What follows belongs to an exercise in optimizing a design on an open flow for small area and few clock cycles; a production flow would make more cautious choices. The RTL was checked by simulation tests, not by an equivalence proof against the original design. No activity file was given, so power comes from the tool's default toggle rates.

==> flow/design.v <==
`timescale 1ns/10ps
`default_nettype none
module feature_mem #(
    parameter int ADDR_WIDTH = 8,
    parameter int PIX_W      = 16
)(
    input  wire                   clk,
    input  wire                   rst_n,
    input  wire                   wb_cyc,
    input  wire                   wb_stb,
    input  wire                   wb_we,
    input  wire [ADDR_WIDTH-1:0]  wb_adr,
    input  wire [PIX_W-1:0]       wb_dat_w,
    output logic [PIX_W-1:0]      wb_dat_r,
    output logic                  wb_ack,
    input  wire                   rd_en,
    input  wire [ADDR_WIDTH-1:0]  rd_addr,
    output logic                  valid,
    output logic [PIX_W-1:0]      pixel
);
    localparam int MEM_DEPTH = 1 << ADDR_WIDTH;
    logic [PIX_W-1:0] mem [MEM_DEPTH];
    logic             wb_req;
    assign wb_req = wb_cyc && wb_stb && !wb_ack;
    always_ff @(posedge clk or negedge rst_n)
    begin
        if (!rst_n)
        begin
            wb_ack <= 1'b0;
            valid  <= 1'b0;
        end
        else
        begin
            wb_ack <= wb_req;
            valid  <= rd_en;
        end
    end
    always_ff @(posedge clk)
    begin
        if (wb_req)
        begin
            if (wb_we)
                mem[wb_adr] <= wb_dat_w;
            wb_dat_r <= mem[wb_adr];     
        end
    end
    always_ff @(posedge clk)
    begin
        if (rd_en)
            pixel <= mem[rd_addr];
    end
endmodule
`default_nettype wire
`timescale 1ns/10ps
`default_nettype none
module scan_counter #(
    parameter int FMAP_WIDTH  = 8,
    parameter int FMAP_HEIGHT = 6
)(
    input  wire  clk,
    input  wire  rst_n,
    input  wire  clear,
    input  wire  step,
    output logic col_last,
    output logic map_last
);
    localparam int COL_W = $clog2(FMAP_WIDTH);
    localparam int ROW_W = $clog2(FMAP_HEIGHT + 1);
    logic [COL_W-1:0] col;
    logic [ROW_W-1:0] row;
    assign col_last = (col == COL_W'(FMAP_WIDTH - 1));
    assign map_last = col_last && (row == ROW_W'(FMAP_HEIGHT - 1));
    always_ff @(posedge clk or negedge rst_n)
    begin
        if (!rst_n)
        begin
            col <= '0;
            row <= '0;
        end
        else if (clear)
        begin
            col <= '0;
            row <= '0;
        end
        else if (step)
        begin
            if (map_last)
            begin
                col <= '0;
                row <= '0;
            end
            else if (col_last)
            begin
                col <= '0;           
                row <= row + 1'b1;
            end
            else
                col <= col + 1'b1;
        end
    end
endmodule
`default_nettype wire
`timescale 1ns/10ps
`default_nettype none
module read_sequencer #(
    parameter int FMAP_WIDTH  = 8,
    parameter int FMAP_HEIGHT = 6,
    parameter int ADDR_WIDTH  = 8
)(
    input  wire                   clk,
    input  wire                   rst_n,
    input  wire                   start,
    input  wire                   kernel_mode,   
    input  wire [ADDR_WIDTH-1:0]  fmap_base,
    output logic                  busy,
    output logic                  mode,
    output logic                  rd_en,
    output logic [ADDR_WIDTH-1:0] rd_addr,
    output logic                  col_last,
    output logic                  map_last
);
    localparam logic [1:0] RD_IDLE  = 2'd0;
    localparam logic [1:0] RD_SCAN  = 2'd1;
    localparam logic [1:0] RD_FLUSH = 2'd2;
    logic [1:0]            state;
    logic [ADDR_WIDTH-1:0] addr;
    logic                  flush_cnt;
    logic                  idle;
    logic                  scanning;
    logic                  cnt_col_last;
    logic                  cnt_map_last;
    assign idle     = (state == RD_IDLE);
    assign scanning = (state == RD_SCAN);
    assign busy     = !idle;
    assign rd_en   = scanning;
    assign rd_addr = addr;
    scan_counter #(
        .FMAP_WIDTH  (FMAP_WIDTH),
        .FMAP_HEIGHT (FMAP_HEIGHT)
    ) u_counter (
        .clk      (clk),
        .rst_n    (rst_n),
        .clear    (idle),
        .step     (scanning),
        .col_last (cnt_col_last),
        .map_last (cnt_map_last)
    );
    always_ff @(posedge clk or negedge rst_n)
    begin
        if (!rst_n)
        begin
            state     <= RD_IDLE;
            mode      <= 1'b0;
            addr      <= '0;
            flush_cnt <= 1'b0;
        end
        else
        begin
            case (state)
                RD_IDLE:
                begin
                    flush_cnt <= 1'b0;
                    if (start)
                    begin
                        state <= RD_SCAN;
                        mode  <= kernel_mode;    
                        addr  <= fmap_base;
                    end
                end
                RD_SCAN:
                begin
                    addr <= addr + 1'b1;
                    if (cnt_map_last)
                        state <= RD_FLUSH;
                end
                RD_FLUSH:
                begin
                    flush_cnt <= 1'b1;
                    if (flush_cnt)
                        state <= RD_IDLE;    
                end
                default: state <= RD_IDLE;
            endcase
        end
    end
    always_ff @(posedge clk or negedge rst_n)
    begin
        if (!rst_n)
        begin
            col_last <= 1'b0;
            map_last <= 1'b0;
        end
        else
        begin
            col_last <= scanning && cnt_col_last;
            map_last <= scanning && cnt_map_last;
        end
    end
endmodule
`default_nettype wire
`timescale 1ns/10ps
`default_nettype none
module line_buffer #(
    parameter int LINE_LENGTH = 8,
    parameter int PIX_W       = 16
)(
    input  wire              clk,
    input  wire              rst_n,
    input  wire              shift,
    input  wire [PIX_W-1:0]  data_in,
    output logic [PIX_W-1:0] data_out
);
    localparam int PTR_W = $clog2(LINE_LENGTH);
    logic [PIX_W-1:0] line_mem [LINE_LENGTH];
    logic [PTR_W-1:0] wr_ptr;
    assign data_out = line_mem[wr_ptr];
    always_ff @(posedge clk or negedge rst_n)
    begin
        if (!rst_n)
            wr_ptr <= '0;
        else if (shift)
        begin
            if (wr_ptr == PTR_W'(LINE_LENGTH - 1))
                wr_ptr <= '0;
            else
                wr_ptr <= wr_ptr + 1'b1;
        end
    end
    always_ff @(posedge clk)
    begin
        if (shift)
            line_mem[wr_ptr] <= data_in;
    end
endmodule
`default_nettype wire
`timescale 1ns/10ps
`default_nettype none
module window_builder #(
    parameter int FMAP_WIDTH = 8,
    parameter int PIX_W      = 16
)(
    input  wire                  clk,
    input  wire                  rst_n,
    input  wire                  mode,           
    input  wire                  valid,
    input  wire [PIX_W-1:0]      pixel,
    input  wire                  col_last,
    input  wire                  map_last,
    output logic                 window_valid,
    output logic [9*PIX_W-1:0]   window_data     
);
    localparam int KERNEL_SIZE = 3;
    localparam int WINDOW_TAPS = KERNEL_SIZE * KERNEL_SIZE;
    localparam int COL_W       = $clog2(FMAP_WIDTH);
    logic [PIX_W-1:0]                   row1_pix;      
    logic [PIX_W-1:0]                   row0_pix;      
    logic [KERNEL_SIZE-1:0][PIX_W-1:0]  row_pix;
    logic [WINDOW_TAPS-1:0][PIX_W-1:0]  win_q;
    logic [WINDOW_TAPS-1:0][PIX_W-1:0]  win_next;
    logic [COL_W-1:0]                   col;
    logic [1:0]                         row;           
    logic                               complete;
    line_buffer #(.LINE_LENGTH(FMAP_WIDTH), .PIX_W(PIX_W)) u_line0 (
        .clk      (clk),
        .rst_n    (rst_n),
        .shift    (valid),
        .data_in  (pixel),
        .data_out (row1_pix)
    );
    line_buffer #(.LINE_LENGTH(FMAP_WIDTH), .PIX_W(PIX_W)) u_line1 (
        .clk      (clk),
        .rst_n    (rst_n),
        .shift    (valid),
        .data_in  (row1_pix),
        .data_out (row0_pix)
    );
    assign row_pix  = {pixel, row1_pix, row0_pix};
    assign complete = (row == 2'd2) && (col >= COL_W'(KERNEL_SIZE - 1));
    always_comb
    begin
        for (int r = 0; r < KERNEL_SIZE; r++)
        begin
            for (int c = 0; c < KERNEL_SIZE - 1; c++)
                win_next[r*KERNEL_SIZE + c] = win_q[r*KERNEL_SIZE + c + 1];
            win_next[r*KERNEL_SIZE + KERNEL_SIZE - 1] = row_pix[r];    
        end
    end
    always_ff @(posedge clk)
    begin
        if (valid)
        begin
            win_q <= win_next;
            if (mode == 1'b0)
                window_data <= {{(WINDOW_TAPS-1)*PIX_W{1'b0}}, pixel};
            else
                window_data <= win_next;
        end
    end
    always_ff @(posedge clk or negedge rst_n)
    begin
        if (!rst_n)
        begin
            col <= '0;
            row <= '0;
        end
        else if (valid)
        begin
            if (map_last)
            begin
                col <= '0;
                row <= '0;
            end
            else if (col_last)
            begin
                col <= '0;
                if (row != 2'd2)
                    row <= row + 2'd1;
            end
            else
                col <= col + 1'b1;
        end
    end
    always_ff @(posedge clk or negedge rst_n)
    begin
        if (!rst_n)
            window_valid <= 1'b0;
        else
            window_valid <= valid && ((mode == 1'b0) || complete);
    end
endmodule
`default_nettype wire
`timescale 1ns/10ps
`default_nettype none
module feature_window_ctrl #(
    parameter int FMAP_WIDTH  = 8,
    parameter int FMAP_HEIGHT = 6
)(
    input  wire          clk,
    input  wire          rst_n,
    input  wire          wb_cyc,
    input  wire          wb_stb,
    input  wire          wb_we,
    input  wire  [7:0]   wb_adr,
    input  wire  [15:0]  wb_dat_w,
    output logic [15:0]  wb_dat_r,
    output logic         wb_ack,
    input  wire          start,
    input  wire          kernel_mode,    
    input  wire  [7:0]   fmap_base,
    output logic         busy,
    output logic         window_valid,
    output logic [143:0] window_data
);
    logic        scan_mode;     
    logic        rd_en;
    logic [7:0]  rd_addr;
    logic        s_valid;
    logic [15:0] s_pixel;
    logic        s_col_last;
    logic        s_map_last;
    feature_mem #(.ADDR_WIDTH(8), .PIX_W(16)) u_mem (
        .clk      (clk),
        .rst_n    (rst_n),
        .wb_cyc   (wb_cyc),
        .wb_stb   (wb_stb),
        .wb_we    (wb_we),
        .wb_adr   (wb_adr),
        .wb_dat_w (wb_dat_w),
        .wb_dat_r (wb_dat_r),
        .wb_ack   (wb_ack),
        .rd_en    (rd_en),
        .rd_addr  (rd_addr),
        .valid    (s_valid),
        .pixel    (s_pixel)
    );
    read_sequencer #(
        .FMAP_WIDTH  (FMAP_WIDTH),
        .FMAP_HEIGHT (FMAP_HEIGHT),
        .ADDR_WIDTH  (8)
    ) u_seq (
        .clk         (clk),
        .rst_n       (rst_n),
        .start       (start),
        .kernel_mode (kernel_mode),
        .fmap_base   (fmap_base),
        .busy        (busy),
        .mode        (scan_mode),
        .rd_en       (rd_en),
        .rd_addr     (rd_addr),
        .col_last    (s_col_last),
        .map_last    (s_map_last)
    );
    window_builder #(
        .FMAP_WIDTH (FMAP_WIDTH),
        .PIX_W      (16)
    ) u_builder (
        .clk          (clk),
        .rst_n        (rst_n),
        .mode         (scan_mode),
        .valid        (s_valid),
        .pixel        (s_pixel),
        .col_last     (s_col_last),
        .map_last     (s_map_last),
        .window_valid (window_valid),
        .window_data  (window_data)
    );
endmodule
`default_nettype wire
==> flow/run.sh <==
#!/bin/bash
# synth_recipe.tcl (not shown) runs the flow's synth.tcl, then flattens the netlist and writes it again
# the make line also repeats each setting of config.mk as NAME=value (left out here)
make -C /OpenROAD-flow-scripts/flow DESIGN_CONFIG=/design/flow/config.mk WORK_HOME=/design/flow/orfs CLKGATE_MAP_FILE= SYNTH_SCRIPT=/design/flow/synth_recipe.tcl finish
==> flow/config.mk <==
export PLATFORM = sky130hd
export DESIGN_NAME = feature_window_ctrl
export DESIGN_NICKNAME = feature_window_ctrl
export VERILOG_FILES = /design/flow/design.v
export SDC_FILE = /design/flow/constraint.sdc
export NUM_CORES = 4
export LEC_CHECK = 0
export CAP_MARGIN = 20
export CORE_MARGIN = 2
export CORE_UTILIZATION = 40
export SLEW_MARGIN = 20
==> flow/constraint.sdc <==
create_clock -name core_clock -period 10.0 [get_ports {clk}]
set_input_delay 2.0000 -clock core_clock [delete_from_list [all_inputs] [get_ports {clk}]]
set_output_delay 2.0000 -clock core_clock [all_outputs]
set_load 0.01 [all_outputs]
==> flow_summary.json <==
{
  "status": "no timing/DRC/antenna violations",
  "clock_insertion_delay_worst_skew_ps": 1090,
  "num_io_pins": 202,
  "clock_sinks": 4658,
  "internal_power_mw": 40.4,
  "cell_area_power_density_nw_per_um2": 261,
  "relSlewSlack_pct": 9.18,
  "avgViaCountPerCell": 6.74,
  "postPlaceCellArea_um2": 221000,
  "floorplan.die_area_um2": 531000,
  "start_util_pct": 40.1,
  "postSynthCellCount": 9858,
  "most_common_library_cell_in_the_layout_ignoring_fill_and_taps": "sky130_fd_sc_hd__edfxtp_1",
  "hold_start": "u_builder.win_q[43]",
  "synth_area_per_cell_um2": 21.3,
  "final_non_filler_cells": 17500,
  "finalHoldViolCount": 0,
  "clock_pin_slew_of_the_registers_on_the_worst_case_setup_and_hold_paths_ps": 80,
  "final_non_filler_cell_area_um2": 237000,
  "most-common-layout-cells": "sky130_fd_sc_hd__edfxtp_1 (4624), sky130_fd_sc_hd__mux4_2 (2318), sky130_fd_sc_hd__clkbuf_16 (487)",
  "critPathLaunchType": "primary input",
  "mappedNetlistNets": 9909,
  "place.gp.congestion": 0.978,
  "dp.cells": 16600,
  "static-leakage-power_nw": 73.4,
  "r2r_depth": 10,
  "setup_viol_count_final": 0,
  "die-width_um": 728,
  "worst_clock_skew_ps": 103,
  "ys_dominant_reg_cell": "sky130_fd_sc_hd__edfxtp_1",
  "grt_max_degree": 146,
  "yosysSeqAreaShare_pct": 66.6,
  "period_minus_slack_ps": 5990,
  "clock_tree.root_cell": "sky130_fd_sc_hd__clkbuf_16",
  "drt_iter0_drc": 20000,
  "tritoncts": "yes",
  "worst_hold_path_type": "flip-flop to flip-flop",
  "wl_per_cell_um": 42.9,
  "reg2reg_setup_slack_ps": 4030,
  "postRouteAntennaNets": 0,
  "worst_flop_to_flop_path_endpoint": "u_mem.pixel[9]",
  "wl_um": 750000,
  "grt-ovfl-total": 0,
  "timing.critical_path.required_ps": 10830,
  "cap_violations": 0,
  "path_max_fanout": 67,
  "r2r_start": "u_seq.addr[2]",
  "max-clock-path-buffers": 4,
  "worstPathArrival_ps": 6820,
  "sequential_cell_area_um2": 140000,
  "max_slew_violation_total_from_the_final_report": 0,
  "cts-htree-levels": 5,
  "fp-row-count": 266,
  "synth_edf_count": 4624,
  "min_delay_path_depth": 0,
  "worst_ir_drop_vdd_uv": 209,
  "criticalPathCategory": "primary input to flip-flop",
  "pwr-share-comb_pct": 32.5,
  "via_count": 118000,
  "grt_util_all_layers_pct": 27.8,
  "floorplan.die.height_um": 728,
  "dp_hpwl_um": 489000,
  "fp.coreArea_um2": 524000,
  "fin_total_pwr_mw": 61.8,
  "yosysWarningCount": 5,
  "post_synth_num_cell_types": 71,
  "final_nets": 10100,
  "multi_input_area_um2": 67800,
  "rsz0062_at_grt": "no",
  "timing.hold.worst_endpoint": "u_builder.win_q[27]",
  "worst_setup_path_end_kind": "flip-flop",
  "post-route-drc-count": 0,
  "min_period_over_period_pct": 59.9,
  "power.share.switching_pct": 34.7,
  "clock_group_share_of_total_power_pct": 29.3,
  "post_cts_resized": 0,
  "netSwitchingPower_mw": 21.4,
  "layout.filler_cells": 43600,
  "fmaxAchievable_mhz": 167,
  "drive_above_1_share_pct": 36.1,
  "pwr-share-seq_pct": 38.2,
  "finalCoreUtilization_pct": 45.3,
  "drtPass1Iterations": 6,
  "max_slew.worst_pin.slew_ps": 1360,
  "io_buffer_count": 201,
  "numCtsBuffers": 478,
  "antenna_found_initial": 54,
  "grt_pass1_vias": 116000,
  "grt_first_pass_wirelength_um": 1010000,
  "setup_tns_ps": 0,
  "synth_async_sr_flop_share_pct": 0.730,
  "hold_buffers": 0,
  "yosys_register_bits": 4658,
  "cts.repair_timing.setup_buffer_count": 0,
  "syn2layout_area_growth_pct": 13.0,
  "post_synth_instance_area_um2": 210000
}
through the flow:
stage	setup slack (ps)	hold slack (ps)
finish	4010	435
detailed placement	2990	426
global route	4020	448
CTS	4070	440
floorplan	2650	418
global placement	3000	422
synth_stat cells, types with 13 or more instances:
cell / number / area [um2]
sky130_fd_sc_hd__o221ai_1: 60 / 526
sky130_fd_sc_hd__edfxtp_1: 4624 / 139000
sky130_fd_sc_hd__a21oi_1: 168 / 841
sky130_fd_sc_hd__buf_4: 105 / 788
sky130_fd_sc_hd__nor3_1: 23 / 115
sky130_fd_sc_hd__a22oi_1: 91 / 683
sky130_fd_sc_hd__inv_1: 13 / 48.8
sky130_fd_sc_hd__mux4_2: 2318 / 52200
sky130_fd_sc_hd__nand2_1: 195 / 732
sky130_fd_sc_hd__nor2_1: 343 / 1290
sky130_fd_sc_hd__nand2b_1: 17 / 106
sky130_fd_sc_hd__nand4_1: 24 / 150
sky130_fd_sc_hd__nor2b_1: 35 / 219
sky130_fd_sc_hd__o211ai_1: 33 / 248
sky130_fd_sc_hd__o22ai_1: 45 / 282
sky130_fd_sc_hd__a32oi_1: 16 / 140
sky130_fd_sc_hd__and2_1: 134 / 838
sky130_fd_sc_hd__buf_6: 23 / 259
sky130_fd_sc_hd__nand3_1: 57 / 285
sky130_fd_sc_hd__clkbuf_1: 340 / 1280
sky130_fd_sc_hd__a221oi_1: 83 / 727
sky130_fd_sc_hd__buf_1: 93 / 349
sky130_fd_sc_hd__dfrtp_1: 34 / 851
sky130_fd_sc_hd__o21ai_0: 77 / 385
sky130_fd_sc_hd__mux2_2: 78 / 878
sky130_fd_sc_hd__buf_2: 213 / 1070
sky130_fd_sc_hd__a211oi_1: 30 / 225
sky130_fd_sc_hd__a22o_1: 27 / 236
sky130_fd_sc_hd__mux2i_1: 404 / 4040
sky130_fd_sc_hd__a31oi_1: 18 / 113
state kept, by name, indices dropped and copies added, names as in the netlist, 3 cells and up:
register and count:
u_builder.col 3, u_builder.u_line0.line_mem 128, u_builder.u_line0.wr_ptr 3, u_builder.u_line1.line_mem 128, u_builder.u_line1.wr_ptr 3, u_builder.win_q 96, u_builder.window_data 144, u_mem.mem 4096
u_mem.pixel 16, u_mem.wb_dat_r 16, u_seq.addr 8, u_seq.u_counter.col 3, u_seq.u_counter.row 3
power groups by stage:
| stage | clock [mW] | sequential [mW] | combinational [mW] |
|---|---|---|---|
| finish | 18.1 | 23.6 | 20.1 |
| global route | 18.9 | 23.7 | 20.3 |
| CTS | 18.2 | 23.6 | 19.7 |
| detailed placement | 0 | 24.0 | 19.6 |
| global placement | 0 | 24.0 | 19.5 |
| floorplan | 0 | 23.8 | 10.8 |
how the worst max path moves through the flow:
stage / from / to / slack, ps / cells after the start
4_1_cts: u_seq.addr[1] / u_mem.pixel[2] / 4070 / 8
5_1_grt: wb_adr[0] / u_mem.wb_dat_r[15] / 4020 / 9
3_3_place_gp: wb_adr[0] / u_mem.wb_dat_r[15] / 3000 / 9
6_report: wb_adr[0] / u_mem.wb_dat_r[15] / 4010 / 9
2_1_floorplan: u_mem.valid / u_builder.u_line0.line_mem[0][0] / 2650 / 3
3_5_place_dp: wb_adr[0] / u_mem.wb_dat_r[15] / 2990 / 9
critical path, cell delays in order:
cell and delay [ps]:
sky130_fd_sc_hd__buf_16 410, sky130_fd_sc_hd__buf_12 470, sky130_fd_sc_hd__buf_4 640, sky130_fd_sc_hd__mux4_2 640
sky130_fd_sc_hd__mux4_2 530, sky130_fd_sc_hd__mux2i_1 830, sky130_fd_sc_hd__buf_4 280, sky130_fd_sc_hd__nor3_1 60
sky130_fd_sc_hd__or4_1 530
final cells by class:
type / instances / area share, %
timing repair buffer: 529 / 2.18
sequential: 4658 / 58.9
tap: 6968 / 3.68
multi-input combinational: 4411 / 28.6
inverter: 15 / 0.0280
clock buffer: 590 / 5.31
clock inverter: 298 / 1.25
antenna: 28 / 0.0295
per-layer routing:
layer | up-vias | share of wire (%) | track usage (%)
met3 | 1487 | 13 | 8.70
met4 | 30 | 6.2 | 14.6
met2 | 8705 | 45 | 41.8
li1 | 43700 | - | -
met5 | - | 0.085 | 0.626
met1 | 63900 | 36 | 36.3
cell families after synthesis:
group                    synth area share, %
multiplexers                            27.2
AO/OA/AOI/OAI                           2.45
AND/OR/NAND/NOR                         1.91
buffers and inverters                   1.81
adder cells (fa/ha/maj)               0.0715
flip-flops                              66.6
Testbench counts, summed over its fixed seeds: cycles 10,864.

what the ideal ports hide:
In the flow no input, the clock included, has a driving cell. The finished layout below was timed again as built, in two steps. Step 1 sets driving cells, clkbuf_16 on the clock port and buf_2 on the other inputs (assumed; they add their load-dependent delay and slew). Step 2 also shifts input and output timing later by t, the mid clock arrival at the registers, as if the neighbouring blocks saw the same clock. a / b / c = ideal ports / drivers / drivers and shift; a / b = the first two.
t (ns): 1.168
slack for setup (ns): 4.012 / 4.028 / 2.872
pins driven straight from the clock port: 1
After both steps this run still meets setup and hold. The setup slack of this run moves by +0.016 ns with the drivers and by -1.140 ns with both steps.
